This is an optimization exercise on Yosys and OpenROAD, whose aim is small area, not a production implementation.
The RTL was checked by simulation tests, not by an equivalence proof against the original design.
Power is estimated from default activity; no workload was simulated.

$ cat config.mk
export PLATFORM = sky130hd
export DESIGN_NAME = fsmc_regs_top
export DESIGN_NICKNAME = fsmc_regs_top
export VERILOG_FILES = /design/flow/design.v
export SDC_FILE = /design/flow/constraint.sdc
export NUM_CORES = 4
export LEC_CHECK = 0
export CAP_MARGIN = 20
export CORE_MARGIN = 2
export CORE_UTILIZATION = 75
export SLEW_MARGIN = 20
export SYNTH_HIERARCHICAL = 1
$ cat constraint.sdc
create_clock -name core_clock -period 5.0 [get_ports {clk}]
set_input_delay 1.0000 -clock core_clock [delete_from_list [all_inputs] [get_ports {clk}]]
set_output_delay 1.0000 -clock core_clock [all_outputs]
set_load 0.01 [all_outputs]
$ cat design.v
`timescale 1ns/1ps
module fsmc_regs_top (
    input  logic                      clk,
    input  logic                      rst_n,
    input  logic                      nadv,
    input  logic                      nwe,
    input  logic                      noe,
    input  logic [18-1:0] ad_bus,
    output logic [18-1:0] ad_drive,
    output logic                      ad_drive_en
);
    localparam int dw    = 16;
    localparam int len   = 7;        
    localparam int rings = 10;
    logic          nadv_s, nwe_s;    
    logic [3:0]    noe_hist;         
    logic          en_q;
    logic [2:0]    phase;            
    logic          clr;              
    logic [5:0]    addr_q;           
    logic [5:0]    waddr_q;          
    logic [dw-1:0] wdata_q;          
    logic          wpend;
    logic [dw-1:0] rdata_q;
    logic          wr_end;
    logic [rings-1:0] wsel;          
    logic [dw-1:0] tap [rings];
    logic [dw-1:0] head [rings];     
    logic [dw-1:0] rword;
    logic [rings-1:0] rsel;
    logic [2:0]    phase_p;          
    logic          rhit;
    logic          en_d, cap;
    function automatic logic [rings-1:0] at_tap(input logic [5:0] k, input logic [2:0] ph);
        at_tap = '0;
        if (k[2:0] != 3'd7)
            at_tap[k[5:3]] = (ph == k[2:0]);
        else if (k[5:3] != 3'd7)
            at_tap[8] = (ph == k[5:3]);
        else
            at_tap[9] = 1'b1;
    endfunction
    always_ff @(posedge clk or negedge rst_n) begin
        if (!rst_n) begin
            nadv_s   <= 1'b1;
            nwe_s    <= 1'b1;
            noe_hist <= '0;
            en_q     <= 1'b0;
        end else begin
            nadv_s   <= nadv;
            nwe_s    <= nwe;
            noe_hist <= {noe_hist[2:0], ~noe};
            en_q     <= en_d;
        end
    end
    always_ff @(posedge clk) begin
        if (!nadv)
            addr_q <= {ad_bus[17:16], ad_bus[3:0]};
    end
    always_ff @(posedge clk or negedge rst_n) begin
        if (!rst_n) begin
            phase <= '0;
            clr   <= 1'b1;
        end else begin
            phase <= (phase == 3'(len - 1)) ? '0 : phase + 1'b1;
            if (phase == 3'(len - 1))
                clr <= 1'b0;
        end
    end
    assign wr_end = nwe && !nwe_s;
    assign wsel   = wpend ? at_tap(waddr_q, phase) : '0;
    always_ff @(posedge clk) begin
        if (wr_end)
            waddr_q <= addr_q;
    end
    always_ff @(posedge clk or negedge rst_n) begin
        if (!rst_n) begin
            wdata_q <= '0;    
            wpend   <= 1'b0;
        end else begin
            if (wr_end)
                wdata_q <= ad_bus[dw-1:0];
            wpend <= wr_end || (wpend && !(|wsel));
        end
    end
    for (genvar r = 0; r < rings; r++) begin : g_ring
        localparam int n = (r == rings - 1) ? 1 : len;
        logic [n*dw-1:0] q;
        logic            we;
        assign we      = clr || wsel[r];
        assign tap[r]  = we ? wdata_q : q[n*dw-1 -: dw];
        assign head[r] = q[dw-1:0];
        always_ff @(posedge clk) begin
            if (n == 1)
                q <= tap[r];
            else
                q <= {q[n*dw-dw-1:0], tap[r]};
        end
    end
    assign phase_p = (phase == 3'd0) ? 3'(len - 1) : phase - 1'b1;
    assign rhit    = |at_tap(addr_q, phase_p);
    fsmc_ring_sel ring_sel_i (
        .k   (addr_q),
        .sel (rsel)
    );
    fsmc_word_mux word_mux_i (
        .sel   (rsel),
        .words ({head[9], head[8], head[7], head[6], head[5], head[4], head[3], head[2], head[1], head[0]}),
        .word  (rword)
    );
    assign en_d = |noe_hist[3:1];
    assign cap  = rhit && !(en_d && !nadv_s);
    always_ff @(posedge clk) begin
        if (cap)
            rdata_q <= rword;
    end
    assign ad_drive    = {2'b00, rdata_q};
    assign ad_drive_en = en_q;
endmodule
module fsmc_ring_sel (
    input  logic [5:0] k,
    output logic [9:0] sel
);
    always_comb begin
        sel = '0;
        if (k[2:0] != 3'd7)
            sel[k[5:3]] = 1'b1;
        else if (k[5:3] != 3'd7)
            sel[8] = 1'b1;
        else
            sel[9] = 1'b1;
    end
endmodule
module fsmc_word_mux (
    input  logic [9:0]     sel,
    input  logic [10*16-1:0] words,
    output logic [15:0]    word
);
    always_comb begin
        word = '0;
        for (int r = 0; r < 10; r++)
            word = word | ({16{sel[r]}} & words[r*16 +: 16]);
    end
endmodule
$ cat flow/run.sh
#!/bin/bash
# The standard layout (standard.sh) with three changes:
#  - synthesis and repair may use only drive strength 1 logic cells (buffers, inverters,
#    flip-flops and clock cells are not restricted): extra_dont_use.txt is added to the
#    platform's don't-use list
#  - ports are buffered with buf_1
#  - clock tree: clkbuf_8 leaf clusters of up to 20 sinks, no dummy loads
set -euo pipefail
PLAT=$(make -s -C "$FLOW_HOME" DESIGN_CONFIG="$FLOW_CONFIG" WORK_HOME="$PWD/orfs" print-DONT_USE_CELLS 2>/dev/null | sed -n 's/^DONT_USE_CELLS: //p')
export DU="$PLAT $(cat flow/extra_dont_use.txt)"
export BUFFER_PORTS_ARGS="-buffer_cell sky130_fd_sc_hd__buf_1"
export CTS_ARGS="-sink_clustering_enable -repair_clock_nets -sink_clustering_size 20 -sink_clustering_max_diameter 150 -buf_list sky130_fd_sc_hd__clkbuf_8 -dont_use_dummy_load"
sed 's|"\${@:-finish}"|"DONT_USE_CELLS=$DU" "${@:-finish}"|' standard.sh > standard_du.sh
grep -q 'DONT_USE_CELLS=\$DU' standard_du.sh
echo "$DU" > dont_use.log
bash standard_du.sh > standard.log 2>&1
$ cat flow/extra_dont_use.txt
sky130_fd_sc_hd__a2111o_2 sky130_fd_sc_hd__a2111o_4 sky130_fd_sc_hd__a2111oi_2 sky130_fd_sc_hd__a2111oi_4 sky130_fd_sc_hd__a211o_2 sky130_fd_sc_hd__a211o_4 sky130_fd_sc_hd__a211oi_2 sky130_fd_sc_hd__a211oi_4 sky130_fd_sc_hd__a21bo_2 sky130_fd_sc_hd__a21bo_4 sky130_fd_sc_hd__a21boi_2 sky130_fd_sc_hd__a21boi_4 sky130_fd_sc_hd__a21o_2 sky130_fd_sc_hd__a21o_4 sky130_fd_sc_hd__a21oi_2 sky130_fd_sc_hd__a21oi_4 sky130_fd_sc_hd__a221o_2 sky130_fd_sc_hd__a221o_4 sky130_fd_sc_hd__a221oi_2 sky130_fd_sc_hd__a221oi_4 sky130_fd_sc_hd__a22o_2 sky130_fd_sc_hd__a22o_4 sky130_fd_sc_hd__a22oi_2 sky130_fd_sc_hd__a22oi_4 sky130_fd_sc_hd__a2bb2o_2 sky130_fd_sc_hd__a2bb2o_4 sky130_fd_sc_hd__a2bb2oi_2 sky130_fd_sc_hd__a2bb2oi_4 sky130_fd_sc_hd__a311o_2 sky130_fd_sc_hd__a311o_4 sky130_fd_sc_hd__a311oi_2 sky130_fd_sc_hd__a311oi_4 sky130_fd_sc_hd__a31o_2 sky130_fd_sc_hd__a31o_4 sky130_fd_sc_hd__a31oi_2 sky130_fd_sc_hd__a31oi_4 sky130_fd_sc_hd__a32o_2 sky130_fd_sc_hd__a32o_4 sky130_fd_sc_hd__a32oi_2 sky130_fd_sc_hd__a32oi_4 sky130_fd_sc_hd__a41o_2 sky130_fd_sc_hd__a41o_4 sky130_fd_sc_hd__a41oi_2 sky130_fd_sc_hd__a41oi_4 sky130_fd_sc_hd__and2_2 sky130_fd_sc_hd__and2_4 sky130_fd_sc_hd__and2b_2 sky130_fd_sc_hd__and2b_4 sky130_fd_sc_hd__and3_2 sky130_fd_sc_hd__and3_4 sky130_fd_sc_hd__and3b_2 sky130_fd_sc_hd__and3b_4 sky130_fd_sc_hd__and4_2 sky130_fd_sc_hd__and4_4 sky130_fd_sc_hd__and4b_2 sky130_fd_sc_hd__and4b_4 sky130_fd_sc_hd__and4bb_2 sky130_fd_sc_hd__and4bb_4 sky130_fd_sc_hd__fa_2 sky130_fd_sc_hd__fa_4 sky130_fd_sc_hd__ha_2 sky130_fd_sc_hd__ha_4 sky130_fd_sc_hd__maj3_2 sky130_fd_sc_hd__maj3_4 sky130_fd_sc_hd__mux2_2 sky130_fd_sc_hd__mux2_4 sky130_fd_sc_hd__mux2_8 sky130_fd_sc_hd__mux2i_2 sky130_fd_sc_hd__mux2i_4 sky130_fd_sc_hd__mux4_2 sky130_fd_sc_hd__mux4_4 sky130_fd_sc_hd__nand2_2 sky130_fd_sc_hd__nand2_4 sky130_fd_sc_hd__nand2_8 sky130_fd_sc_hd__nand2b_2 sky130_fd_sc_hd__nand2b_4 sky130_fd_sc_hd__nand3_2 sky130_fd_sc_hd__nand3_4 sky130_fd_sc_hd__nand3b_2 sky130_fd_sc_hd__nand3b_4 sky130_fd_sc_hd__nand4_2 sky130_fd_sc_hd__nand4_4 sky130_fd_sc_hd__nand4b_2 sky130_fd_sc_hd__nand4b_4 sky130_fd_sc_hd__nand4bb_2 sky130_fd_sc_hd__nand4bb_4 sky130_fd_sc_hd__nor2_2 sky130_fd_sc_hd__nor2_4 sky130_fd_sc_hd__nor2_8 sky130_fd_sc_hd__nor2b_2 sky130_fd_sc_hd__nor2b_4 sky130_fd_sc_hd__nor3_2 sky130_fd_sc_hd__nor3_4 sky130_fd_sc_hd__nor3b_2 sky130_fd_sc_hd__nor3b_4 sky130_fd_sc_hd__nor4_2 sky130_fd_sc_hd__nor4_4 sky130_fd_sc_hd__nor4b_2 sky130_fd_sc_hd__nor4b_4 sky130_fd_sc_hd__nor4bb_2 sky130_fd_sc_hd__nor4bb_4 sky130_fd_sc_hd__o2111a_2 sky130_fd_sc_hd__o2111a_4 sky130_fd_sc_hd__o2111ai_2 sky130_fd_sc_hd__o2111ai_4 sky130_fd_sc_hd__o211a_2 sky130_fd_sc_hd__o211a_4 sky130_fd_sc_hd__o211ai_2 sky130_fd_sc_hd__o211ai_4 sky130_fd_sc_hd__o21a_2 sky130_fd_sc_hd__o21a_4 sky130_fd_sc_hd__o21ai_2 sky130_fd_sc_hd__o21ai_4 sky130_fd_sc_hd__o21ba_2 sky130_fd_sc_hd__o21ba_4 sky130_fd_sc_hd__o21bai_2 sky130_fd_sc_hd__o21bai_4 sky130_fd_sc_hd__o221a_2 sky130_fd_sc_hd__o221a_4 sky130_fd_sc_hd__o221ai_2 sky130_fd_sc_hd__o221ai_4 sky130_fd_sc_hd__o22a_2 sky130_fd_sc_hd__o22a_4 sky130_fd_sc_hd__o22ai_2 sky130_fd_sc_hd__o22ai_4 sky130_fd_sc_hd__o2bb2a_2 sky130_fd_sc_hd__o2bb2a_4 sky130_fd_sc_hd__o2bb2ai_2 sky130_fd_sc_hd__o2bb2ai_4 sky130_fd_sc_hd__o311a_2 sky130_fd_sc_hd__o311a_4 sky130_fd_sc_hd__o311ai_2 sky130_fd_sc_hd__o311ai_4 sky130_fd_sc_hd__o31a_2 sky130_fd_sc_hd__o31a_4 sky130_fd_sc_hd__o31ai_2 sky130_fd_sc_hd__o31ai_4 sky130_fd_sc_hd__o32a_2 sky130_fd_sc_hd__o32a_4 sky130_fd_sc_hd__o32ai_2 sky130_fd_sc_hd__o32ai_4 sky130_fd_sc_hd__o41a_2 sky130_fd_sc_hd__o41a_4 sky130_fd_sc_hd__o41ai_2 sky130_fd_sc_hd__o41ai_4 sky130_fd_sc_hd__or2_2 sky130_fd_sc_hd__or2_4 sky130_fd_sc_hd__or2b_2 sky130_fd_sc_hd__or2b_4 sky130_fd_sc_hd__or3_2 sky130_fd_sc_hd__or3_4 sky130_fd_sc_hd__or3b_2 sky130_fd_sc_hd__or3b_4 sky130_fd_sc_hd__or4_2 sky130_fd_sc_hd__or4_4 sky130_fd_sc_hd__or4b_2 sky130_fd_sc_hd__or4b_4 sky130_fd_sc_hd__or4bb_2 sky130_fd_sc_hd__or4bb_4 sky130_fd_sc_hd__sedfxbp_2 sky130_fd_sc_hd__sedfxtp_2 sky130_fd_sc_hd__sedfxtp_4 sky130_fd_sc_hd__xnor2_2 sky130_fd_sc_hd__xnor2_4 sky130_fd_sc_hd__xnor3_2 sky130_fd_sc_hd__xnor3_4 sky130_fd_sc_hd__xor2_2 sky130_fd_sc_hd__xor2_4 sky130_fd_sc_hd__xor3_2 sky130_fd_sc_hd__xor3_4
$ cat standard.sh
#!/bin/bash
# synth_recipe.tcl (not shown) runs the flow's synth.tcl, then flattens the netlist and writes it again
# the make line also repeats each setting of config.mk as NAME=value (left out here)
make -C /OpenROAD-flow-scripts/flow DESIGN_CONFIG=/design/flow/config.mk WORK_HOME=/design/flow/orfs CLKGATE_MAP_FILE= SYNTH_SCRIPT=/design/flow/synth_recipe.tcl "${@:-finish}"
==> qor.csv, run 1 <==
metric,value,unit
initial DRC count,680,
GP Congestion,0.799,
GRT Util Overall,23.9,%
WHS Endpoint,g_ring[7].q[51],
Synth Instances,1504,
Tightest Hold Check Type,flop to flop,
n_diodes,0,
pin count of the biggest net entering global routing,29,
Skew-Pair Late Insertion Delay,680,ps
wire per inst,20.5,um
"Slew Viols, Final",0,
Vias/cell,5.18,
unrepaired setup endpoints after global routing,no,
status,timing/DRC/antenna clean,
vias post-DR,10500,
setup ws final,2120,ps
clk root buf,clkbuf_8,
PortBufs,39,
Peak VDD IR,0.352,mV
HPWL Detailed,25400,um
Mean Syn Cell Area,17.2,um2
Gate power share,1.7,%
wire length of the first global-routing pass,62700,um
Crit Path Class,flop to flop,
clock share of power,26.1,%
Max Cap Viol,0,
fillers,1834,
Critical Path RT,5420,ps
Synth async-reset ratio,2.59,%
DRC,0,
die width,190,um
clk slew on worst S/H paths,120,ps
Post-synth top flop,dfxtp_1,
FF-to-FF setup slack,2120,ps
Sinks on Clock Net,1080,
CP startpoint kind,flop,
Sequential Power Share,72.3,%
hold buffers post-CTS,0,
sequential area share after synthesis,85.8,%
CTS tree,yes,
Overflow after GRT,0,
vias in the first global route,10700,
overall die area,36000,um2
"count leader, synth",dfxtp_1,
area of the multi-input gates,3290,um2
synthesis-stage register bit count,1080,
Switch Pwr,2590,uW
setup TNS,0,ps
fmax,347,MHz
Synth area leaders,"dfxtp_1 (78%), mux2_1 (7.0%), edfxtp_1 (5.1%), dfrtp_1 (2.4%), a22oi_1 (1.4%)",
Initial Utilization,75.5,%
Final Hold Viols,0,
R2R depth,7,
Non-Filler Instances,2032,
post_cts resized,0,
worst relative slew slack,29.5,%
# nets final,1615,
# rows,68,
Setup-failing EPs final,0,
synthesized area,25900,um2
CORE AREA,34300,um2
Layout area overhead,5.28,%
Tmin final,2880,ps
hold_sp,g_ring[7].q[35],
Die Y,190,um
drt total wl,41600,um
Finished Core Util,79.4,%
Synthesis Warnings,11,
antenna violations before repair,0,
Pre-Repair DR Iteration Count,4,
most frequent cells after synthesis,"dfxtp_1 (1,008), mux2_1 (161), a22oi_1 (49), edfxtp_1 (44), dfrtp_1 (25)",
H-Tree Level Count,2,
Internal,10200,uW
worst-path maximum fanout,17,
Reg2Reg Capture Point,rdata_q[11],
Yosys top cell area share,78.0,%
switch share,20.3,%
antenna-violating nets left,0,
fraction of layout cells with a size suffix above 1,5.33,%
Lkg Pwr,0.0111,uW
count of different cell masters after synthesis,47,
worst r2r src,addr_q[4],
placed cells,1973,
FF+latch area,22200,um2
post-CTS setup buffers,0,
Synth area leader,dfxtp_1,
CP Capture Type,flop,
dpl ws,2220,ps
Clock Tree Buf Depth,3,
crit path DAT,3300,ps
# IOs,42,
hold depth,0,
TritonCTS Buffers,59,
Post-synth EDFFs,44,
PwrDens,469,nW/um2
Worst Max-Slew Pin Slew,1060,ps
final period utilization,57.6,%
Final Skew,25.9,ps
[layout make-up]
cell class	count	share of cell area, %
sequential	1080	81.5
multi-input combinational	362	12.1
clock buffer	59	2.98
tap	455	2.09
timing repair buffer	60	1.12
inverter	16	0.220
[modules after synthesis (local to each module, per instance)]
module / area (um2) / cells inside
fsmc_regs_top: 24800 / 1363
fsmc_word_mux: 868 / 116
fsmc_ring_sel: 166 / 25
[stage by stage]
step                      total power, uW  hold WS, ps  instance area, um2
after global placement               9610          310               26400
after global routing                13200          315               27200
final                               12800          316               27200
after CTS                           12800          316               27200
after detailed placement             9640          312               26400
after floorplan                      9480          310               25900
[registers in the layout, indices dropped and copies added, names as in the netlist]
register,count
rdata_q,16
nwe_s,1
wdata_q,16
clr,1
en_q,1
noe_hist,4
g_ring.q,1024
phase,3
addr_q,6
wpend,1
waddr_q,6
nadv_s,1
[critical path: stages, from the launching register on]
cell and delay [ps]:
edfxtp_1 570, ha_1 250, and3_1 870, nor3_1 150, buf_4 240, a22o_1 210
a221oi_1 210, nand4_1 130
[cells by family (layout without fill, tap and decap cells)]
group                    Yosys count  count (layout)  synth area share (%)
flip-flops                      1080            1080                  85.8
multiplexers                     162             162                  7.05
AO/OA/AOI/OAI                    111             111                  3.28
AND/OR/NAND/NOR                   63              63                  1.35
buffers and inverters             63             135                  1.48
adder cells (fa/ha/maj)           13              13                 0.629
XOR/XNOR                          11              11                 0.372
other                              1               2                0.0145
[power by group through the flow]
| stage | clock (uW) | combinational [uW] | sequential [uW] |
|---|---|---|---|
| after global routing | 3690 | 231 | 9270 |
| after floorplan | 0 | 148 | 9330 |
| final | 3330 | 214 | 9230 |
| after detailed placement | 0 | 212 | 9430 |
| after CTS | 3400 | 214 | 9240 |
| after global placement | 0 | 201 | 9410 |
[worst max path at each step]
| stage | depth (start not counted) | slack [ps] | endpoint | startpoint |
|---|---|---|---|---|
| 2_1_floorplan | 8 | 1930 | rdata_q[0] | phase[0] |
| 5_1_grt | 7 | 1990 | rdata_q[9] | addr_q[4] |
| 3_5_place_dp | 7 | 2220 | rdata_q[5] | addr_q[4] |
| 4_1_cts | 7 | 2220 | rdata_q[5] | addr_q[4] |
| 3_3_place_gp | 7 | 2340 | rdata_q[9] | addr_q[4] |
| 6_report | 7 | 2120 | rdata_q[11] | addr_q[4] |
[cell usage in the layout, fill, tap and decap left out, drive strengths merged, types with 8 or more instances in the layout]
master  instances
inv            16
a221oi         17
nand4          19
nor2           12
ha             13
dfxtp        1008
clkbuf         60
mux2          161
a21oi           8
dfrtp          25
buf            59
a22o           16
a22oi          49
edfxtp         44
[per-layer routing]
metal	vias up	global-route usage (%)	part of all wire [%]
met1	5084	33.5	47
met4	0	8.62	2.8
met2	253	38.4	46
li1	5121	-	-
met3	76	4.02	4.8
met5	-	0	0
==> run 2, diff against run 1 <==
--- a/flow/run.sh
+++ b/flow/run.sh
@@ -11,3 +11,3 @@
 export BUFFER_PORTS_ARGS="-buffer_cell sky130_fd_sc_hd__buf_1"
-export CTS_ARGS="-sink_clustering_enable -repair_clock_nets -sink_clustering_size 20 -sink_clustering_max_diameter 150 -buf_list sky130_fd_sc_hd__clkbuf_8 -dont_use_dummy_load"
+export CTS_ARGS="-sink_clustering_enable -repair_clock_nets -sink_clustering_size 21 -sink_clustering_max_diameter 80 -buf_list sky130_fd_sc_hd__clkbuf_8 -dont_use_dummy_load"
 sed 's|"\${@:-finish}"|"DONT_USE_CELLS=$DU" "${@:-finish}"|' standard.sh > standard_du.sh
==> qor.csv, run 2 <==
metric,value,unit,change
Finished Core Util,79.4,%,-0.080 points
PwrDens,468,nW/um2,-0.14%
Final Hold Viols,0,,unchanged
Die Y,190,um,unchanged
"commonest non-fill, non-tap cell in the layout",dfxtp_1,,
synthesis-stage register bit count,1080,,unchanged
Critical Path RT,5410,ps,about the same
DRC,0,,unchanged
Worst Max-Slew Pin Slew,1040,ps,-13.6 ps
Synthesis Warnings,11,,unchanged
antenna-violating nets left,0,,unchanged
Initial Utilization,75.5,%,unchanged
CP Capture Type,flop,,
Crit-path slowest cell,and3_1,,
final period utilization,57.4,%,-0.19 points
Max Cap Viol,0,,unchanged
wire per inst,20.4,um,-0.27%
Mean Syn Cell Area,17.2,um2,unchanged
antenna violations before repair,0,,unchanged
CORE AREA,34300,um2,unchanged
most frequent cells after synthesis,"dfxtp_1 (1,008), mux2_1 (161), a22oi_1 (49), edfxtp_1 (44), dfrtp_1 (25)",,
Setup-failing EPs final,0,,unchanged
worst-path maximum fanout,17,,unchanged
Post-synth top flop,dfxtp_1,,
post_cts resized,0,,unchanged
die width,190,um,unchanged
most frequent cells in the layout,"dfxtp_1 (1,008), mux2_1 (161), clkbuf_8 (57)",,
Synth area leader,dfxtp_1,,
Tmin final,2870,ps,-9.29 ps
Pre-Repair DR Iteration Count,5,,+1
# rows,68,,unchanged
setup TNS,0,ps,unchanged
Synth async-reset ratio,2.59,%,unchanged
# IOs,42,,unchanged
HPWL Detailed,25400,um,unchanged
vias post-DR,10500,,+0.085%
Skew-Pair Late Insertion Delay,680,ps,about the same
CP Cell Sequence,"ha_1, and3_1, nor3_1, buf_4, a22o_1, a221oi_1, nand4_1",,
worst relative slew slack,30.4,%,+0.91 points
post-CTS setup buffers,0,,unchanged
synthesized area,25900,um2,unchanged
max FFs per register,1024,,unchanged
Synth area leaders,"dfxtp_1 (78%), mux2_1 (7.0%), edfxtp_1 (5.1%), dfrtp_1 (2.4%), a22oi_1 (1.4%)",,
Sinks on Clock Net,1080,,unchanged
Overflow after GRT,0,,unchanged
GP Congestion,0.799,,unchanged
Peak VDD IR,0.383,mV,+8.7%
Tightest Hold Check Type,flop to flop,,
clk root buf,clkbuf_8,,
initial DRC count,633,,-6.9%
"count leader, synth",dfxtp_1,,
wire length of the first global-routing pass,62100,um,-1.0%
drt total wl,41500,um,-0.37%
slowest cell delay on critical path,860,ps,about the same
crit path DAT,3280,ps,-20 ps
fraction of layout cells with a size suffix above 1,5.21,%,-0.12 points
fmax,349,MHz,+0.32%
Synth Instances,1504,,unchanged
count of different cell masters after synthesis,47,,unchanged
# nets final,1613,,-0.12%
n_diodes,0,,unchanged
unrepaired setup endpoints after global routing,no,,
setup ws final,2130,ps,+9.29 ps
vias in the first global route,10600,,-1.1%
CTS tree,yes,,
"Slew Viols, Final",0,,unchanged
dpl ws,2220,ps,unchanged
sequential area share after synthesis,85.8,%,unchanged
clk slew on worst S/H paths,110,ps,about the same
Post-synth EDFFs,44,,unchanged
Reg2Reg Capture Point,rdata_q[11],,
FF-to-FF setup slack,2130,ps,about the same
pin count of the biggest net entering global routing,29,,unchanged
GRT Util Overall,23.7,%,-0.20 points
worst r2r src,addr_q[4],,
hold buffers post-CTS,0,,unchanged
Final Skew,85.6,ps,+59.7 ps
Vias/cell,5.19,,+0.18%
Clock Tree Buf Depth,3,,unchanged
Crit Path Class,flop to flop,,
CP endpoint,rdata_q[11],,
top flop regs,"g_ring.q x1024, rdata_q x16, wdata_q x16",,
status,timing/DRC/antenna clean,,
Worst Setup SP,addr_q[4],,
CP startpoint kind,flop,,
PortBufs,39,,unchanged
H-Tree Level Count,2,,unchanged
Largest Register,g_ring.q,,
fillers,1827,,-0.38%
Lkg Pwr,0.0110,uW,-0.13%
Yosys top cell area share,78.0,%,unchanged
Layout area overhead,5.17,%,
R2R depth,7,,unchanged
overall die area,36000,um2,unchanged
TritonCTS Buffers,57,,-3.4%
==> run 2: worst min-delay path by stage <==
stage / startpoint / to / slack, ps / cells past startpoint
global placement: g_ring[7].q[46] / g_ring[7].q[62] / 310 / 0
floorplan: g_ring[0].q[84] / g_ring[0].q[100] / 310 / 0
CTS: g_ring[4].q[17] / g_ring[4].q[33] / 280 / 0
global route: g_ring[4].q[17] / g_ring[4].q[33] / 270 / 0
detailed placement: g_ring[3].q[18] / g_ring[3].q[34] / 310 / 0
finish: g_ring[4].q[17] / g_ring[4].q[33] / 280 / 0
==> run 2: modules after synthesis (local to each module, per instance) <==
module         times used  area, um2  cells
fsmc_word_mux           1        868    116
fsmc_ring_sel           1        166     25
fsmc_regs_top           1      24800   1363
==> run 2: layout make-up <==
type | instances | area (um2) | share of cell area, %
Sequential cell | 1080 | 22200 | 81.6
Multi-Input combinational cell | 362 | 3290 | 12.1
Clock buffer | 57 | 785 | 2.88
Tap cell | 455 | 569 | 2.09
Timing Repair Buffer | 60 | 305 | 1.12
Inverter | 16 | 60.1 | 0.221
==> run 2: cells by family (layout without fill, tap and decap cells) <==
group	after synthesis	in the layout	share of synthesized area [%]
xor+xnor	11	11	0.372
fa+ha+maj	13	13	0.629
simple gates	63	63	1.35
mux	162	162	7.05
buf+inv	63	133	1.48
flops	1080	1080	85.8
other cells	1	2	0.0145
compound gates	111	111	3.28
==> run 2: report_power, final <==
part           internal [uW]  switching [uW]  total (uW)
Sequential              9040             192        9230
Combinational           85.4             128         213
Clock                   1030            2270        3300
Total                  10200            2590       12700
==> run 2: critical path: cells and delay by family (launching register included) <==
| family | cells | cell delay, ps |
|---|---|---|
| adders and majority gates | 1 | 250 |
| and+or+nand+nor | 3 | 1160 |
| AOI/OAI and AO/OA | 2 | 420 |
| DFF | 1 | 550 |
| buffers and inverters | 1 | 250 |
==> run 2: layer usage <==
| metal | routed length, um | GRT usage [%] | vias up |
|---|---|---|---|
| met2 | 18500 | 37.5 | 284 |
| met3 | 2190 | 4.02 | 95 |
| li1 | - | - | 5124 |
| met1 | 19500 | 33.5 | 5040 |
| met5 | 0 | 0 | - |
| met4 | 1330 | 8.83 | 0 |
==> run 2: through the flow <==
stage	instance area, um2	power [uW]	instances	hold slack (ps)
2_1_floorplan	25900	9480	1505	310
3_3_place_gp	26400	9610	1973	310
3_5_place_dp	26400	9640	1973	312
4_1_cts	27200	12800	2030	277
5_1_grt	27200	13200	2030	267
6_report	27200	12700	2030	277
==> run 3, diff against run 2 <==
--- a/flow/run.sh
+++ b/flow/run.sh
@@ -11,3 +11,3 @@
 export BUFFER_PORTS_ARGS="-buffer_cell sky130_fd_sc_hd__buf_1"
-export CTS_ARGS="-sink_clustering_enable -repair_clock_nets -sink_clustering_size 21 -sink_clustering_max_diameter 80 -buf_list sky130_fd_sc_hd__clkbuf_8 -dont_use_dummy_load"
+export CTS_ARGS="-sink_clustering_enable -repair_clock_nets -sink_clustering_size 22 -sink_clustering_max_diameter 55 -buf_list sky130_fd_sc_hd__clkbuf_8 -dont_use_dummy_load"
 sed 's|"\${@:-finish}"|"DONT_USE_CELLS=$DU" "${@:-finish}"|' standard.sh > standard_du.sh
==> qor.csv, run 3 <==
metric,value,unit,change
status,timing/DRC/antenna clean,,
Skew-Pair Late Insertion Delay,680,ps,about the same
dpl ws,2220,ps,unchanged
synthesis-stage register bit count,1080,,unchanged
Layout area overhead,5.07,%,
initial DRC count,592,,-6.5%
Final Skew,35.5,ps,-50.2 ps
crit path DAT,3290,ps,about the same
final period utilization,57.8,%,+0.42 points
worst relative slew slack,29.9,%,-0.45 points
CP startpoint kind,flop,,
post_cts resized,0,,unchanged
Clock Tree Buf Depth,3,,unchanged
"Slew Viols, Final",0,,unchanged
GP Congestion,0.799,,unchanged
clock share of power,25.7,%,-0.2 points
hold buffers post-CTS,0,,unchanged
unrepaired setup endpoints after global routing,no,,
vias in the first global route,10700,,+0.35%
Tightest Hold Check Type,flop to flop,,
Crit-path slowest cell,and3_1,,
Internal,10100,uW,-0.32%
Sinks on Clock Net,1080,,unchanged
CTS tree,yes,,
clk slew on worst S/H paths,120,ps,about the same
PortBufs,39,,unchanged
Initial Utilization,75.5,%,unchanged
wire length of the first global-routing pass,63200,um,+1.8%
CP Capture Type,flop,,
fmax,346,MHz,-0.72%
setup ws final,2110,ps,-20.8 ps
# nets final,1611,,-0.12%
die width,190,um,unchanged
hold_sp,g_ring[2].q[38],,
Worst Max-Slew Pin Slew,1050,ps,+6.68 ps
count of different cell masters after synthesis,47,,unchanged
Mean Syn Cell Area,17.2,um2,unchanged
antenna-violating nets left,0,,unchanged
Final Hold Viols,0,,unchanged
synthesized area,25900,um2,unchanged
fraction of layout cells with a size suffix above 1,5.09,%,-0.12 points
Setup-failing EPs final,0,,unchanged
drt total wl,41900,um,+1.1%
"count leader, synth",dfxtp_1,,
switch share,20.4,%,+0.042 points
TritonCTS Buffers,55,,-3.5%
wire per inst,20.7,um,+1.2%
Synth area leaders,"dfxtp_1 (78%), mux2_1 (7.0%), edfxtp_1 (5.1%), dfrtp_1 (2.4%), a22oi_1 (1.4%)",,
Switch Pwr,2590,uW,about the same
Synth area leader,dfxtp_1,,
Placed Area,26400,um2,unchanged
max FFs per register,1024,,unchanged
CP Cell Sequence,"ha_1, and3_1, nor3_1, buf_4, a22o_1, a221oi_1, nand4_1",,
Die Y,190,um,unchanged
most frequent cells after synthesis,"dfxtp_1 (1,008), mux2_1 (161), a22oi_1 (49), edfxtp_1 (44), dfrtp_1 (25)",,
crit path buf inv count,1,,unchanged
Synth Instances,1504,,unchanged
Post-synth top flop,dfxtp_1,,
antenna violations before repair,0,,unchanged
worst r2r src,addr_q[4],,
most frequent cells in the layout,"dfxtp_1 (1,008), mux2_1 (161), clkbuf_8 (55)",,
Post-synth EDFFs,44,,unchanged
Yosys top cell area share,78.0,%,unchanged
clk root buf,clkbuf_8,,
setup TNS,0,ps,unchanged
HPWL Detailed,25400,um,unchanged
Synthesis Warnings,11,,unchanged
Vias/cell,5.20,,+0.17%
overall die area,36000,um2,unchanged
Gate power share,1.7,%,about the same
# IOs,42,,unchanged
# rows,68,,unchanged
PwrDens,468,nW/um2,-0.17%
worst-path maximum fanout,17,,unchanged
H-Tree Level Count,2,,unchanged
GRT Util Overall,24.1,%,+0.40 points
Max Cap Viol,0,,unchanged
post-CTS setup buffers,0,,unchanged
vias post-DR,10600,,+0.066%
sequential area share after synthesis,85.8,%,unchanged
Lkg Pwr,0.0110,uW,-0.13%
pin count of the biggest net entering global routing,29,,unchanged
Tmin final,2890,ps,+20.8 ps
DRC,0,,unchanged
Pwr Total,12700,uW,-0.27%
Largest Register,g_ring.q,,
Worst path top cell family by delay,simple AND/OR/NAND/NOR gates,,
Peak VDD IR,0.415,mV,+8.2%
fillers,1844,,+0.93%
Critical Path RT,5400,ps,about the same
"commonest non-fill, non-tap cell in the layout",dfxtp_1,,
Crit Path Class,flop to flop,,
slowest cell delay on critical path,860,ps,about the same
Worst Setup SP,addr_q[4],,
Sequential Power Share,72.6,%,+0.2 points
Pre-Repair DR Iteration Count,5,,unchanged
CORE AREA,34300,um2,unchanged
final instance area,27200,um2,-0.10%
Synth async-reset ratio,2.59,%,unchanged
top flop regs,"g_ring.q x1024, rdata_q x16, wdata_q x16",,
n_diodes,0,,unchanged
Overflow after GRT,0,,unchanged
==> run 3: cell count changes in the layout (fill, tap and decap cells not counted), sizes merged <==
cell	previous run	this run
clkbuf	58	56
==> run 3: worst reg2reg max path: stages, from the launching register on <==
cell and delay (ps):
edfxtp_1 560, ha_1 260, and3_1 860, nor3_1 160, buf_4 240, a22o_1 200
a221oi_1 200, nand4_1 150
==> run 3: path summary, 6_finish.rpt <==
kind / endpoint / slack, ps / cells past startpoint
max: rdata_q[3] / 2110 / 7
min: g_ring[2].q[54] / 310 / 0
max reg2reg: rdata_q[3] / 2110 / 7
min reg2reg: g_ring[2].q[54] / 310 / 0
max in group asynchronous: en_q / 3870 / 1
min in group asynchronous: wdata_q[4] / 490 / 1
==> run 3: area by class of cell <==
class	instances	area [um2]	share of cell area, %
Tap cell	455	569	2.09
Clock buffer	55	757	2.78
Timing Repair Buffer	60	305	1.12
Sequential cell	1080	22200	81.7
Multi-Input combinational cell	362	3290	12.1
Inverter	16	60.1	0.221
==> run 3: Yosys stat by module (local to each module, per instance) <==
module         times used  area (um2)  cells inside  flops+latches
fsmc_regs_top           1       24800          1363           1080
fsmc_word_mux           1         868           116              0
fsmc_ring_sel           1         166            25              0
==> run 3: cells by family after synthesis <==
family          share of synthesized area (%)
fa+ha+maj                               0.629
xor+xnor                                0.372
buf+inv                                  1.48
simple gates                             1.35
other cells                            0.0145
mux                                      7.05
flops                                    85.8
compound gates                           3.28
==> run 3: per-stage QoR <==
step / hold WS (ps) / std cells / utilization (%)
6_report: 311 / 2028 / 79.3
5_1_grt: 322 / 2028 / 79.3
4_1_cts: 316 / 2028 / 79.3
3_5_place_dp: 312 / 1973 / 77.1
3_3_place_gp: 310 / 1973 / 77.1
2_1_floorplan: 310 / 1505 / -
==> run 3: power groups by stage <==
stage	Combinational, uW	Sequential [uW]	Clock [uW]
final	215	9230	3260
after global routing	231	9280	3640
after CTS	215	9240	3330
after detailed placement	212	9430	0
after global placement	201	9410	0
after floorplan	148	9330	0
==> run 3: per-layer routing <==
metal	GRT usage (%)	vias up	share of wire (%)
li1	-	5113	-
met3	4.80	77	4.7
met1	33.7	5115	47
met4	8.44	0	3.0
met5	0	-	0
met2	38.3	245	45
==> run 4, diff against run 3 <==
--- a/flow/run.sh
+++ b/flow/run.sh
@@ -11,3 +11,3 @@
 export BUFFER_PORTS_ARGS="-buffer_cell sky130_fd_sc_hd__buf_1"
-export CTS_ARGS="-sink_clustering_enable -repair_clock_nets -sink_clustering_size 22 -sink_clustering_max_diameter 55 -buf_list sky130_fd_sc_hd__clkbuf_8 -dont_use_dummy_load"
+export CTS_ARGS="-sink_clustering_enable -repair_clock_nets -sink_clustering_size 22 -sink_clustering_max_diameter 70 -buf_list sky130_fd_sc_hd__clkbuf_8 -dont_use_dummy_load"
 sed 's|"\${@:-finish}"|"DONT_USE_CELLS=$DU" "${@:-finish}"|' standard.sh > standard_du.sh
==> qor.csv, run 4 <==
metric,value,unit,change
Worst path top cell family by delay,simple AND/OR/NAND/NOR gates,,
Synth async-reset ratio,2.59,%,unchanged
"commonest non-fill, non-tap cell in the layout",dfxtp_1,,
initial DRC count,677,,+14%
CP Capture Type,flop,,
pin count of the biggest net entering global routing,29,,unchanged
Gate power share,1.7,%,about the same
GRT Util Overall,23.9,%,-0.22 points
synthesis-stage register bit count,1080,,unchanged
Crit Path Class,flop to flop,,
Overflow after GRT,0,,unchanged
Pre-Repair DR Iteration Count,5,,unchanged
Finished Core Util,79.3,%,unchanged
Tightest Hold Check Type,flop to flop,,
drt total wl,41600,um,-0.87%
sequential area share after synthesis,85.8,%,unchanged
Crit-path slowest cell,and3_1,,
Synth area leader,dfxtp_1,,
Largest Register,g_ring.q,,
Clock Tree Buf Depth,3,,unchanged
crit path DAT,3280,ps,about the same
Final Hold Viols,0,,unchanged
# rows,68,,unchanged
Tmin final,2880,ps,-5.79 ps
Post-synth EDFFs,44,,unchanged
Synth Instances,1504,,unchanged
CORE AREA,34300,um2,unchanged
most frequent cells after synthesis,"dfxtp_1 (1,008), mux2_1 (161), a22oi_1 (49), edfxtp_1 (44), dfrtp_1 (25)",,
Setup-failing EPs final,0,,unchanged
antenna violations before repair,0,,unchanged
switch share,20.2,%,-0.17 points
worst relative slew slack,31.2,%,+1.3 points
PortBufs,39,,unchanged
DRC,0,,unchanged
top flop regs,"g_ring.q x1024, rdata_q x16, wdata_q x16",,
clock share of power,25.5,%,-0.2 points
Lkg Pwr,0.0110,uW,unchanged
"count leader, synth",dfxtp_1,,
max FFs per register,1024,,unchanged
count of different cell masters after synthesis,47,,unchanged
"Slew Viols, Final",0,,unchanged
Peak VDD IR,0.340,mV,-18%
crit path buf inv count,1,,unchanged
vias post-DR,10600,,+0.0095%
synthesized area,25900,um2,unchanged
# nets final,1611,,unchanged
final period utilization,57.7,%,-0.12 points
clk slew on worst S/H paths,120,ps,about the same
Initial Utilization,75.5,%,unchanged
CTS tree,yes,,
Internal,10100,uW,about the same
Worst Max-Slew Pin Slew,1030,ps,-18.8 ps
worst-path maximum fanout,17,,unchanged
wire per inst,20.5,um,-0.87%
wire length of the first global-routing pass,62400,um,-1.2%
clk root buf,clkbuf_8,,
Post-synth top flop,dfxtp_1,,
GP Congestion,0.799,,unchanged
hold buffers post-CTS,0,,unchanged
# IOs,42,,unchanged
Skew-Pair Late Insertion Delay,660,ps,-20 ps
fraction of layout cells with a size suffix above 1,5.09,%,unchanged
Synthesis Warnings,11,,unchanged
CP startpoint kind,flop,,
Mean Syn Cell Area,17.2,um2,unchanged
Max Cap Viol,0,,unchanged
Layout area overhead,5.07,%,unchanged
HPWL Detailed,25400,um,unchanged
n_diodes,0,,unchanged
overall die area,36000,um2,unchanged
vias in the first global route,10600,,-0.45%
setup TNS,0,ps,unchanged
die width,190,um,unchanged
fmax,347,MHz,+0.20%
hold_ws,251,ps,-60.4 ps
Die Y,190,um,unchanged
Final Skew,63.1,ps,+27.7 ps
Synth area leaders,"dfxtp_1 (78%), mux2_1 (7.0%), edfxtp_1 (5.1%), dfrtp_1 (2.4%), a22oi_1 (1.4%)",,
post_cts resized,0,,unchanged
H-Tree Level Count,2,,unchanged
CP Cell Sequence,"ha_1, and3_1, nor3_1, buf_4, a22o_1, a221oi_1, nand4_1",,
unrepaired setup endpoints after global routing,no,,
most frequent cells in the layout,"dfxtp_1 (1,008), mux2_1 (161), clkbuf_8 (55)",,
status,timing/DRC/antenna clean,,
Yosys top cell area share,78.0,%,unchanged
Sequential Power Share,72.8,%,+0.2 points
slowest cell delay on critical path,850,ps,about the same
antenna-violating nets left,0,,unchanged
Vias/cell,5.20,,about the same
post-CTS setup buffers,0,,unchanged
TritonCTS Buffers,55,,unchanged
Switch Pwr,2560,uW,-1.0%
Sinks on Clock Net,1080,,unchanged
PwrDens,467,nW/um2,-0.21%
Critical Path RT,5400,ps,about the same
==> run 4: cell counts after synthesis <==
No cell type changed its count.
==> run 4: Yosys stat by module, one instance, submodules excluded <==
module,copies in the design,cells inside
fsmc_regs_top,1,1363
fsmc_ring_sel,1,25
fsmc_word_mux,1,116
==> run 4: worst reg2reg max path: stages, from the launching register on <==
cell and delay (ps):
edfxtp_1 560, ha_1 250, and3_1 850, nor3_1 160, buf_4 240, a22o_1 210
a221oi_1 210, nand4_1 140
==> run 4: through the flow <==
| stage | cell area, um2 | power (uW) | std cells | setup WS (ps) |
|---|---|---|---|---|
| 6_report | 27200 | 12700 | 2028 | 2120 |
| 2_1_floorplan | 25900 | 9480 | 1505 | 1930 |
| 3_3_place_gp | 26400 | 9610 | 1973 | 2340 |
| 3_5_place_dp | 26400 | 9640 | 1973 | 2220 |
| 5_1_grt | 27200 | 13100 | 2028 | 1960 |
| 4_1_cts | 27200 | 12800 | 2028 | 2170 |
==> run 4: cell type report <==
type | instances | area [um2]
clock buffers | 55 | 757
well taps | 455 | 569
flip-flops and latches | 1080 | 22200
fillers | 1841 | 7100
repair buffers | 60 | 305
multi-input cells | 362 | 3290
inverters | 16 | 60.1
==> run 4: layer usage <==
layer	GRT usage, %	vias up	share of wire [%]
met4	7.90	0	2.9
met1	33.4	5053	46
met5	0	-	0
met3	5.13	92	5.8
met2	37.9	284	45
li1	-	5122	-
==> run 4: path summary, 6_finish.rpt <==
kind                            startpoint         endpoint  slack, ps  cells after the start
setup / recovery                 addr_q[4]       rdata_q[8]       2120                      7
min in group asynchronous            rst_n       wdata_q[4]        490                      1
max in group asynchronous            rst_n      wdata_q[10]       3870                      1
setup reg to reg                 addr_q[4]       rdata_q[8]       2120                      7
hold reg to reg            g_ring[1].q[65]  g_ring[1].q[81]        250                      0
hold / removal             g_ring[1].q[65]  g_ring[1].q[81]        250                      0
==> run 4: cells by family after synthesis <==
group / after synthesis / synth area share, %
and+or+nand+nor: 63 / 1.35
xor gates and xnor gates: 11 / 0.372
buffers and inverters: 63 / 1.48
AOI/OAI and AO/OA: 111 / 3.28
muxes: 162 / 7.05
DFF: 1080 / 85.8
adders and majority gates: 13 / 0.629
other: 1 / 0.0145
==> run 4: power groups by stage <==
stage	Combinational (uW)	Clock, uW	Sequential (uW)
after floorplan	148	0	9330
after global placement	201	0	9410
after detailed placement	212	0	9430
after CTS	214	3310	9240
after global routing	231	3620	9280
final	214	3240	9230
==> run 5, diff against run 4 <==
--- a/flow/run.sh
+++ b/flow/run.sh
@@ -6,3 +6,3 @@
 #  - ports are buffered with buf_1
-#  - clock tree: clkbuf_8 leaf clusters of up to 20 sinks, no dummy loads
+#  - clock tree: clkbuf_8 leaf clusters of up to 22 sinks within 70 um, no dummy loads
 set -euo pipefail
==> qor.csv, run 5 <==
metric,value,unit,change
Post-synth top flop,dfxtp_1,,
fillers,1841,,unchanged
FF-to-FF setup slack,2120,ps,about the same
wire length of the first global-routing pass,62400,um,unchanged
"count leader, synth",dfxtp_1,,
status,timing/DRC/antenna clean,,
antenna violations before repair,0,,unchanged
Layout area overhead,5.07,%,unchanged
worst-path maximum fanout,17,,unchanged
hold buffers post-CTS,0,,unchanged
Largest Register,g_ring.q,,
Sequential Power Share,72.8,%,about the same
fraction of layout cells with a size suffix above 1,5.09,%,unchanged
Synth area leaders,"dfxtp_1 (78%), mux2_1 (7.0%), edfxtp_1 (5.1%), dfrtp_1 (2.4%), a22oi_1 (1.4%)",,
Synth area leader,dfxtp_1,,
max FFs per register,1024,,unchanged
n_diodes,0,,unchanged
CP startpoint kind,flop,,
Placed Area,26400,um2,unchanged
TritonCTS Buffers,55,,unchanged
fmax,347,MHz,unchanged
CORE AREA,34300,um2,unchanged
switch share,20.2,%,unchanged
HPWL Detailed,25400,um,unchanged
dpl ws,2220,ps,unchanged
setup TNS,0,ps,unchanged
Final Hold Viols,0,,unchanged
Final Skew,63.1,ps,unchanged
DRC,0,,unchanged
Setup-failing EPs final,0,,unchanged
worst r2r src,addr_q[4],,
Mean Syn Cell Area,17.2,um2,unchanged
final period utilization,57.7,%,unchanged
Skew-Pair Late Insertion Delay,660,ps,about the same
Max Cap Viol,0,,unchanged
PwrDens,467,nW/um2,unchanged
Synthesis Warnings,11,,unchanged
clk root buf,clkbuf_8,,
CP Capture Type,flop,,
hold_ws,251,ps,unchanged
placed cells,1973,,unchanged
GRT Util Overall,23.9,%,unchanged
GP Congestion,0.799,,unchanged
clock share of power,25.5,%,about the same
pin count of the biggest net entering global routing,29,,unchanged
synthesized area,25900,um2,unchanged
Sinks on Clock Net,1080,,unchanged
# rows,68,,unchanged
post_cts resized,0,,unchanged
Synth async-reset ratio,2.59,%,unchanged
crit path DAT,3280,ps,about the same
vias in the first global route,10600,,unchanged
overall die area,36000,um2,unchanged
"Slew Viols, Final",0,,unchanged
H-Tree Level Count,2,,unchanged
"commonest non-fill, non-tap cell in the layout",dfxtp_1,,
Peak VDD IR,0.340,mV,unchanged
FF+latch area,22200,um2,unchanged
CP endpoint,rdata_q[8],,
worst relative slew slack,31.2,%,unchanged
Yosys top cell area share,78.0,%,unchanged
Crit Path Class,flop to flop,,
setup ws final,2120,ps,unchanged
wire per inst,20.5,um,unchanged
drt total wl,41600,um,unchanged
area of the multi-input gates,3290,um2,unchanged
Initial Utilization,75.5,%,unchanged
R2R depth,7,,unchanged
# IOs,42,,unchanged
Tmin final,2880,ps,unchanged
Synth Instances,1504,,unchanged
Overflow after GRT,0,,unchanged
Critical Path RT,5400,ps,about the same
most frequent cells after synthesis,"dfxtp_1 (1,008), mux2_1 (161), a22oi_1 (49), edfxtp_1 (44), dfrtp_1 (25)",,
Internal,10100,uW,unchanged
clk slew on worst S/H paths,120,ps,about the same
count of different cell masters after synthesis,47,,unchanged
Lkg Pwr,0.0110,uW,unchanged
Die Y,190,um,unchanged
sequential area share after synthesis,85.8,%,unchanged
Switch Pwr,2560,uW,unchanged
# nets final,1611,,unchanged
Worst Max-Slew Pin Slew,1030,ps,unchanged
vias post-DR,10600,,unchanged
synthesis-stage register bit count,1080,,unchanged
Clock Tree Buf Depth,3,,unchanged
top flop regs,"g_ring.q x1024, rdata_q x16, wdata_q x16",,
Worst Setup SP,addr_q[4],,
Post-synth EDFFs,44,,unchanged
Gate power share,1.7,%,about the same
die width,190,um,unchanged
most frequent cells in the layout,"dfxtp_1 (1,008), mux2_1 (161), clkbuf_8 (55)",,
post-CTS setup buffers,0,,unchanged
PortBufs,39,,unchanged
Pre-Repair DR Iteration Count,5,,unchanged
Reg2Reg Capture Point,rdata_q[8],,
Vias/cell,5.20,,unchanged
unrepaired setup endpoints after global routing,no,,
Non-Filler Instances,2028,,unchanged
CTS tree,yes,,
Tightest Hold Check Type,flop to flop,,
antenna-violating nets left,0,,unchanged
initial DRC count,677,,unchanged
final instance area,27200,um2,unchanged
[run 5: cell counts after synthesis]
No cell type changed its count.
[run 5: power by group through the flow]
stage	combinational, uW	clock (uW)	sequential [uW]
after global placement	201	0	9410
after CTS	214	3310	9240
after detailed placement	212	0	9430
final	214	3240	9230
after floorplan	148	0	9330
after global routing	231	3620	9280
[run 5: cell families after synthesis]
logic type	count (synthesis)	share of synthesized area (%)
AO/OA/AOI/OAI	111	3.28
XOR/XNOR	11	0.372
adder cells (fa/ha/maj)	13	0.629
buffers and inverters	63	1.48
flip-flops	1080	85.8
multiplexers	162	7.05
other	1	0.0145
AND/OR/NAND/NOR	63	1.35
[run 5: worst max-delay path, stage by stage, from the launching register on]
cell      delay [ps]
edfxtp_1         560
ha_1             250
and3_1           850
nor3_1           150
buf_4            240
a22o_1           200
a221oi_1         210
nand4_1          140
[run 5: area by class of cell]
class,instances,share of cell area (%)
clock buffer,55,2.78
inverter,16,0.221
multi-input combinational,362,12.1
sequential,1080,81.7
tap,455,2.09
timing repair buffer,60,1.12
[run 5: how the worst min path moves through the flow]
| stage | startpoint | end | cells past startpoint |
|---|---|---|---|
| 6_report | g_ring[1].q[65] | g_ring[1].q[81] | 0 |
| 3_5_place_dp | g_ring[3].q[18] | g_ring[3].q[34] | 0 |
| 2_1_floorplan | g_ring[0].q[84] | g_ring[0].q[100] | 0 |
| 4_1_cts | g_ring[1].q[65] | g_ring[1].q[81] | 0 |
| 3_3_place_gp | g_ring[7].q[46] | g_ring[7].q[62] | 0 |
| 5_1_grt | g_ring[1].q[65] | g_ring[1].q[81] | 0 |
[run 5: Yosys stat by module, one instance, submodules excluded]
module,flip-flops and latches,times used
fsmc_regs_top,1080,1
fsmc_word_mux,0,1
fsmc_ring_sel,0,1
[run 5: metal layers]
layer / up-vias / global-route usage (%) / part of all wire (%) / routed length [um]
met5: - / 0 / 0 / 0
met4: 0 / 7.90 / 2.9 / 1200
met3: 92 / 5.13 / 5.8 / 2400
met2: 284 / 37.9 / 45 / 18800
met1: 5053 / 33.4 / 46 / 19200
li1: 5122 / - / - / -
[run 5: metrics by stage]
| stage | power [uW] | utilization, % |
|---|---|---|
| after floorplan | 9480 | - |
| after global placement | 9610 | 77.1 |
| after detailed placement | 9640 | 77.1 |
| after CTS | 12800 | 79.3 |
| after global routing | 13100 | 79.3 |
| final | 12700 | 79.3 |
==> run 6, diff against run 5 <==
--- a/design.v
+++ b/design.v
@@ -134,11 +134,37 @@
 module fsmc_word_mux (
-    input  logic [9:0]     sel,
+    input  logic [9:0]       sel,
     input  logic [10*16-1:0] words,
-    output logic [15:0]    word
+    output logic [15:0]      word
 );
-    always_comb begin
-        word = '0;
-        for (int r = 0; r < 10; r++)
-            word = word | ({16{sel[r]}} & words[r*16 +: 16]);
+    for (genvar i = 0; i < 16; i++) begin : g_bit
+        logic [2:0] g;
+        for (genvar j = 0; j < 3; j++) begin : g_grp
+            fsmc_aoi222 aoi (
+                .a1 (sel[3*j]),   .a2 (words[(3*j)*16 + i]),
+                .b1 (sel[3*j+1]), .b2 (words[(3*j+1)*16 + i]),
+                .c1 (sel[3*j+2]), .c2 (words[(3*j+2)*16 + i]),
+                .y  (g[j])
+            );
+        end
+        fsmc_nand3_andn fin (
+            .a  (g[0]),
+            .b  (g[1]),
+            .c  (g[2]),
+            .d1 (sel[9]),
+            .d2 (words[9*16 + i]),
+            .y  (word[i])
+        );
     end
 endmodule
+module fsmc_aoi222 (
+    input  logic a1, a2, b1, b2, c1, c2,
+    output logic y
+);
+    assign y = !((a1 && a2) || (b1 && b2) || (c1 && c2));
+endmodule
+module fsmc_nand3_andn (
+    input  logic a, b, c, d1, d2,
+    output logic y
+);
+    assign y = !(a && b && c && !(d1 && d2));
+endmodule
--- a/flow/run.sh
+++ b/flow/run.sh
@@ -11,3 +11,3 @@
 export BUFFER_PORTS_ARGS="-buffer_cell sky130_fd_sc_hd__buf_1"
-export CTS_ARGS="-sink_clustering_enable -repair_clock_nets -sink_clustering_size 22 -sink_clustering_max_diameter 70 -buf_list sky130_fd_sc_hd__clkbuf_8 -dont_use_dummy_load"
+export CTS_ARGS="-sink_clustering_enable -repair_clock_nets -sink_clustering_size 21 -sink_clustering_max_diameter 80 -buf_list sky130_fd_sc_hd__clkbuf_8 -dont_use_dummy_load"
 sed 's|"\${@:-finish}"|"DONT_USE_CELLS=$DU" "${@:-finish}"|' standard.sh > standard_du.sh
==> qor.csv, run 6 <==
metric,value,unit,change
synthesized area,25600,um2,-0.88%
die width,189,um,-0.43%
CP startpoint kind,flop,,
setup TNS,0,ps,unchanged
final period utilization,57.3,%,-0.43 points
Crit-path slowest cell,a31oi_1,,
most frequent cells after synthesis,"dfxtp_1 (1,008), mux2_1 (161), a222oi_1 (48), edfxtp_1 (44), dfrtp_1 (25)",,
Worst path top cell family by delay,compound AO/OA/AOI/OAI gates,,
worst r2r src,waddr_q[3],,
Lkg Pwr,0.0110,uW,-0.35%
Reg2Reg Capture Point,g_ring[5].q[2],,
TritonCTS Buffers,57,,+3.6%
Crit Path Class,flop to flop,,
Worst Max-Slew Pin Slew,1110,ps,+72.8 ps
"commonest non-fill, non-tap cell in the layout",dfxtp_1,,
n_diodes,0,,unchanged
CP Capture Type,flop,,
Internal,10200,uW,+0.29%
Post-synth EDFFs,44,,unchanged
wire length of the first global-routing pass,64300,um,+2.9%
"Slew Viols, Final",0,,unchanged
Yosys top cell area share,78.7,%,+0.69 points
HPWL Detailed,27200,um,+6.9%
hold_ws,284,ps,+33.1 ps
clk slew on worst S/H paths,120,ps,about the same
Synth Instances,1468,,-2.4%
crit path DAT,3420,ps,+140 ps
Sinks on Clock Net,1080,,unchanged
overall die area,35700,um2,-0.86%
Final Hold Viols,0,,unchanged
FF+latch area,22200,um2,unchanged
Tightest Hold Check Type,flop to flop,,
worst-path maximum fanout,10,,-7
Layout area overhead,5.60,%,
# rows,67,,-1.5%
Synth area leaders,"dfxtp_1 (79%), mux2_1 (7.1%), edfxtp_1 (5.2%), dfrtp_1 (2.4%), a222oi_1 (1.9%)",,
area of the multi-input gates,3190,um2,-3.0%
top flop regs,"g_ring.q x1024, rdata_q x16, wdata_q x16",,
GP Congestion,0.801,,+0.24%
# IOs,42,,unchanged
GRT Util Overall,24.7,%,+0.81 points
FF-to-FF setup slack,2140,ps,+20 ps
Setup-failing EPs final,0,,unchanged
fmax,349,MHz,+0.75%
antenna-violating nets left,0,,unchanged
Peak VDD IR,0.408,mV,+20%
hold depth,0,,unchanged
PortBufs,39,,unchanged
fraction of layout cells with a size suffix above 1,5.08,%,-0.0087 points
synthesis-stage register bit count,1080,,unchanged
antenna violations before repair,0,,unchanged
Switch Pwr,2590,uW,+1.3%
clk root buf,clkbuf_8,,
Gate power share,1.7,%,about the same
initial DRC count,1001,,+48%
unrepaired setup endpoints after global routing,no,,
WHS Endpoint,g_ring[6].q[79],,
slowest cell delay on critical path,760,ps,-90 ps
Die Y,189,um,-0.43%
Synthesis Warnings,10,,-1
Post-synth top flop,dfxtp_1,,
Max Cap Viol,0,,unchanged
CORE AREA,33600,um2,-2.0%
Critical Path RT,5560,ps,+160 ps
Tmin final,2860,ps,-21.3 ps
wire per inst,21.6,um,+5.6%
Vias/cell,5.37,,+3.2%
Overflow after GRT,0,,unchanged
hold buffers post-CTS,0,,unchanged
Synth async-reset ratio,2.59,%,unchanged
status,timing/DRC/antenna clean,,
Initial Utilization,76.3,%,+0.83 points
Sequential Power Share,72.6,%,-0.2 points
Mean Syn Cell Area,17.5,um2,+1.6%
vias post-DR,10800,,+2.0%
# nets final,1594,,-1.1%
post_cts resized,0,,unchanged
post-CTS setup buffers,0,,unchanged
R2R depth,7,,unchanged
Final Skew,43.6,ps,-19.6 ps
vias in the first global route,10800,,+1.4%
sequential area share after synthesis,86.6,%,+0.76 points
drt total wl,43400,um,+4.3%
count of different cell masters after synthesis,46,,-2.1%
worst relative slew slack,26.3,%,-4.9 points
pin count of the biggest net entering global routing,29,,unchanged
fillers,1713,,-7.0%
CP Cell Sequence,"inv_1, ha_1, xor2_1, and2_1, a31oi_1, buf_4, mux2_1",,
Skew-Pair Late Insertion Delay,690,ps,+30 ps
hold_sp,g_ring[6].q[63],,
Finished Core Util,80.6,%,+1.3 points
clock share of power,25.7,%,+0.2 points
Pre-Repair DR Iteration Count,6,,+1
H-Tree Level Count,2,,unchanged
DRC,0,,unchanged
"count leader, synth",dfxtp_1,,
switch share,20.4,%,+0.16 points
Synth area leader,dfxtp_1,,
PwrDens,471,nW/um2,+0.87%
CTS tree,yes,,
Largest Register,g_ring.q,,
most frequent cells in the layout,"dfxtp_1 (1,008), mux2_1 (161), clkbuf_8 (57)",,
crit path buf inv count,2,,+1
Pwr Total,12700,uW,+0.48%
Clock Tree Buf Depth,3,,unchanged
max FFs per register,1024,,unchanged
[run 6: cell count changes after synthesis, sizes merged]
| cell | previous run | this run |
|---|---|---|
| buf | 35 | 23 |
| clkbuf | 12 | 4 |
| a22o | 16 | 0 |
| a22oi | 49 | 1 |
| a222oi | 0 | 48 |
| nand2 | 3 | 19 |
| a221oi | 17 | 1 |
[run 6: cell families after synthesis]
kind of cell / count (synthesis) / share of synthesized area, %
AO/OA/AOI/OAI: 79 / 2.68
XOR/XNOR: 11 / 0.376
adder cells (fa/ha/maj): 13 / 0.634
buffers and inverters: 43 / 1.00
flip-flops: 1080 / 86.6
multiplexers: 162 / 7.11
other: 1 / 0.0146
AND/OR/NAND/NOR: 79 / 1.60
[run 6: final cells by class]
cell class / instances / area share (%)
clock buffer: 57 / 2.90
inverter: 16 / 0.222
multi-input combinational: 346 / 11.8
sequential: 1080 / 82.0
tap: 448 / 2.07
timing repair buffer: 57 / 1.04
[run 6: Yosys stat by module (local to each module, per instance), excerpt]
module / flops+latches / cell area, um2 / times used
fsmc_aoi222: 0 / 10.0 / 48
fsmc_regs_top: 1080 / 24800 / 1
fsmc_ring_sel: 0 / 166 / 1
fsmc_nand3_andn: 0 / 10.0 / 16
[run 6: power groups by stage]
| stage | registers, uW | logic, uW | clock network (uW) |
|---|---|---|---|
| 2_1_floorplan | 9330 | 131 | 0 |
| 3_3_place_gp | 9430 | 193 | 0 |
| 3_5_place_dp | 9450 | 206 | 0 |
| 4_1_cts | 9260 | 209 | 3360 |
| 5_1_grt | 9290 | 224 | 3630 |
| 6_report | 9260 | 211 | 3280 |
[run 6: stage by stage]
step | area (um2) | setup WS, ps | std cells
floorplan | 25600 | 1930 | 1469
global placement | 26300 | 2290 | 1947
detailed placement | 26300 | 2170 | 1947
CTS | 27100 | 2140 | 2004
global route | 27100 | 1960 | 2004
finish | 27100 | 2140 | 2004
[run 6: how the worst max path moves through the flow]
stage	from	endpoint	slack (ps)	cells after the start
after floorplan	phase[0]	rdata_q[0]	1930	8
after CTS	waddr_q[3]	g_ring[5].q[2]	2140	7
after global placement	waddr_q[3]	g_ring[5].q[2]	2290	7
final	waddr_q[3]	g_ring[5].q[2]	2140	7
after detailed placement	waddr_q[3]	g_ring[5].q[2]	2170	7
after global routing	waddr_q[3]	g_ring[5].q[6]	1960	7
[run 6: worst register-to-register path, cell delays in order (launching register included)]
cell and delay (ps):
edfxtp_1 500, inv_1 110, ha_1 290, xor2_1 170
and2_1 220, a31oi_1 760, buf_4 360, mux2_1 350
[run 6: layer usage]
metal  global-route usage [%]  part of all wire (%)  up-vias
met4                     11.1                   4.0        0
met3                     3.91                   5.3      115
met1                     34.4                    45     5209
met5                        0                     0        -
met2                     39.0                    46      356
li1                         -                     -     5083
==> run 7, diff against run 6 <==
--- a/flow/run.sh
+++ b/flow/run.sh
@@ -6,3 +6,3 @@
 #  - ports are buffered with buf_1
-#  - clock tree: clkbuf_8 leaf clusters of up to 22 sinks within 70 um, no dummy loads
+#  - clock tree: clkbuf_8 leaf clusters of up to 21 sinks within 80 um, no dummy loads
 set -euo pipefail
==> qor.csv, run 7 <==
metric,value,unit,change
Synth area leader,dfxtp_1,,
top flop regs,"g_ring.q x1024, rdata_q x16, wdata_q x16",,
clk slew on worst S/H paths,120,ps,about the same
CTS tree,yes,,
Synth Instances,1468,,unchanged
Clock Tree Buf Depth,3,,unchanged
Overflow after GRT,0,,unchanged
Pre-Repair DR Iteration Count,6,,unchanged
die width,189,um,unchanged
hold_sp,g_ring[6].q[63],,
Die Y,189,um,unchanged
FF+latch area,22200,um2,unchanged
most frequent cells after synthesis,"dfxtp_1 (1,008), mux2_1 (161), a222oi_1 (48), edfxtp_1 (44), dfrtp_1 (25)",,
Yosys top cell area share,78.7,%,unchanged
worst r2r src,waddr_q[3],,
Tmin final,2860,ps,unchanged
H-Tree Level Count,2,,unchanged
status,timing/DRC/antenna clean,,
vias in the first global route,10800,,unchanged
HPWL Detailed,27200,um,unchanged
Peak VDD IR,0.408,mV,unchanged
most frequent cells in the layout,"dfxtp_1 (1,008), mux2_1 (161), clkbuf_8 (57)",,
sequential area share after synthesis,86.6,%,unchanged
initial DRC count,1001,,unchanged
hold buffers post-CTS,0,,unchanged
unrepaired setup endpoints after global routing,no,,
vias post-DR,10800,,unchanged
Largest Register,g_ring.q,,
wire length of the first global-routing pass,64300,um,unchanged
Final Skew,43.6,ps,unchanged
CP endpoint,g_ring[5].q[2],,
CP startpoint kind,flop,,
count of different cell masters after synthesis,46,,unchanged
Worst Setup SP,waddr_q[3],,
Mean Syn Cell Area,17.5,um2,unchanged
Setup-failing EPs final,0,,unchanged
hold_ws,284,ps,unchanged
final period utilization,57.3,%,unchanged
pin count of the biggest net entering global routing,29,,unchanged
crit path DAT,3420,ps,about the same
PwrDens,471,nW/um2,unchanged
"count leader, synth",dfxtp_1,,
Skew-Pair Late Insertion Delay,690,ps,about the same
TritonCTS Buffers,57,,unchanged
R2R depth,7,,unchanged
GP Congestion,0.801,,unchanged
GRT Util Overall,24.7,%,unchanged
FF-to-FF setup slack,2140,ps,about the same
Tightest Hold Check Type,flop to flop,,
# rows,67,,unchanged
fmax,349,MHz,unchanged
drt total wl,43400,um,unchanged
Synthesis Warnings,10,,unchanged
clk root buf,clkbuf_8,,
worst relative slew slack,26.3,%,unchanged
Synth area leaders,"dfxtp_1 (79%), mux2_1 (7.1%), edfxtp_1 (5.2%), dfrtp_1 (2.4%), a222oi_1 (1.9%)",,
"Slew Viols, Final",0,,unchanged
Initial Utilization,76.3,%,unchanged
Lkg Pwr,0.0110,uW,unchanged
Post-synth EDFFs,44,,unchanged
antenna-violating nets left,0,,unchanged
wire per inst,21.6,um,unchanged
fraction of layout cells with a size suffix above 1,5.08,%,unchanged
# nets final,1594,,unchanged
Critical Path RT,5560,ps,about the same
synthesis-stage register bit count,1080,,unchanged
CORE AREA,33600,um2,unchanged
Vias/cell,5.37,,unchanged
setup TNS,0,ps,unchanged
antenna violations before repair,0,,unchanged
# IOs,42,,unchanged
Reg2Reg Capture Point,g_ring[5].q[2],,
final instance area,27100,um2,unchanged
area of the multi-input gates,3190,um2,unchanged
post_cts resized,0,,unchanged
DRC,0,,unchanged
n_diodes,0,,unchanged
Crit Path Class,flop to flop,,
Post-synth top flop,dfxtp_1,,
Max Cap Viol,0,,unchanged
post-CTS setup buffers,0,,unchanged
Synth async-reset ratio,2.59,%,unchanged
Placed Area,26300,um2,unchanged
Layout area overhead,5.60,%,unchanged
PortBufs,39,,unchanged
synthesized area,25600,um2,unchanged
max FFs per register,1024,,unchanged
CP Capture Type,flop,,
"commonest non-fill, non-tap cell in the layout",dfxtp_1,,
fillers,1713,,unchanged
worst-path maximum fanout,10,,unchanged
Final Hold Viols,0,,unchanged
Worst Max-Slew Pin Slew,1110,ps,unchanged
Sinks on Clock Net,1080,,unchanged
overall die area,35700,um2,unchanged
[run 7: cell counts after synthesis]
Identical to the previous run, type by type.
[run 7: cells by family (layout without fill, tap and decap cells)]
family                     Yosys count  in the layout  share of synthesized area [%]
other                                1              2                         0.0146
buffers and inverters               43            130                           1.00
DFF                               1080           1080                           86.6
xor gates and xnor gates            11             11                          0.376
and+or+nand+nor                     79             79                           1.60
AOI/OAI and AO/OA                   79             79                           2.68
muxes                              162            162                           7.11
adders and majority gates           13             13                          0.634
[run 7: critical path, stage by stage (launching register included)]
cell and delay [ps]:
edfxtp_1 500, inv_1 110, ha_1 290, xor2_1 170
and2_1 220, a31oi_1 760, buf_4 360, mux2_1 350
[run 7: power breakdown]
group	internal (uW)	switching [uW]	total, uW
sequential	9040	216	9260
combinational	82.1	129	211
clock	1030	2250	3280
[run 7: how the worst min path moves through the flow]
stage                            end  slack, ps  cells after the start
global route         g_ring[6].q[79]        290                      0
detailed placement   g_ring[0].q[41]        310                      0
finish               g_ring[6].q[79]        280                      0
CTS                  g_ring[6].q[79]        280                      0
floorplan           g_ring[0].q[100]        310                      0
global placement     g_ring[1].q[69]        310                      0
[run 7: modules after synthesis, one instance, submodules excluded, a selection]
module / area, um2 / flip-flops and latches
fsmc_ring_sel: 166 / 0
fsmc_nand3_andn: 10.0 / 0
fsmc_aoi222: 10.0 / 0
fsmc_regs_top: 24800 / 1080
[run 7: cell type report]
| cell class | count | share of cell area (%) |
|---|---|---|
| Clock buffer | 57 | 2.90 |
| Inverter | 16 | 0.222 |
| Multi-Input combinational cell | 346 | 11.8 |
| Sequential cell | 1080 | 82.0 |
| Tap cell | 448 | 2.07 |
| Timing Repair Buffer | 57 | 1.04 |
[run 7: metal layers]
layer | global-route usage (%) | vias up | routed length [um]
li1 | - | 5083 | -
met1 | 34.4 | 5209 | 19600
met2 | 39.0 | 356 | 19800
met3 | 3.91 | 115 | 2300
met4 | 11.1 | 0 | 1740
met5 | 0 | - | 0
[run 7: per-stage QoR]
| stage | setup slack, ps | power [uW] | utilization [%] | instances |
|---|---|---|---|---|
| 3_3_place_gp | 2290 | 9620 | 78.2 | 1947 |
| 2_1_floorplan | 1930 | 9460 | - | 1469 |
| 4_1_cts | 2140 | 12800 | 80.6 | 2004 |
| 3_5_place_dp | 2170 | 9660 | 78.2 | 1947 |
| 6_report | 2140 | 12700 | 80.6 | 2004 |
| 5_1_grt | 1960 | 13100 | 80.6 | 2004 |

## port drivers added, routing unchanged
The results above use ideal ports. As a check the final layouts listed here were re-extracted and re-timed, cells and wires unchanged. Step 1 sets driving cells, clkbuf_16 on the clock port and buf_2 on the other inputs (assumed; they add their load-dependent delay and slew). Step 2, shift: input delay + t, output delay - t, t = (earliest + latest rising clock arrival at the registers) / 2. This alone moves slack from input paths to output paths. Three values: ideal, step 1, step 2; two values: the first two.
run | t, ns | slack for setup (ns) | worst setup path after step 2
run 1 | 0.714 | 2.121 / 2.121 / 2.121 | register to register
run 2 | 0.687 | 2.131 / 2.131 / 2.131 | register to register
run 3 | 0.710 | 2.110 / 2.110 / 2.110 | register to register
run 4 | 0.681 | 2.116 / 2.116 / 2.116 | register to register
run 5 | 0.681 | 2.116 / 2.116 / 2.116 | register to register
run 6 | 0.722 | 2.137 / 2.137 / 2.137 | register to register
run 7 | 0.722 | 2.137 / 2.137 / 2.137 | register to register
After both steps every run listed still meets setup and hold.
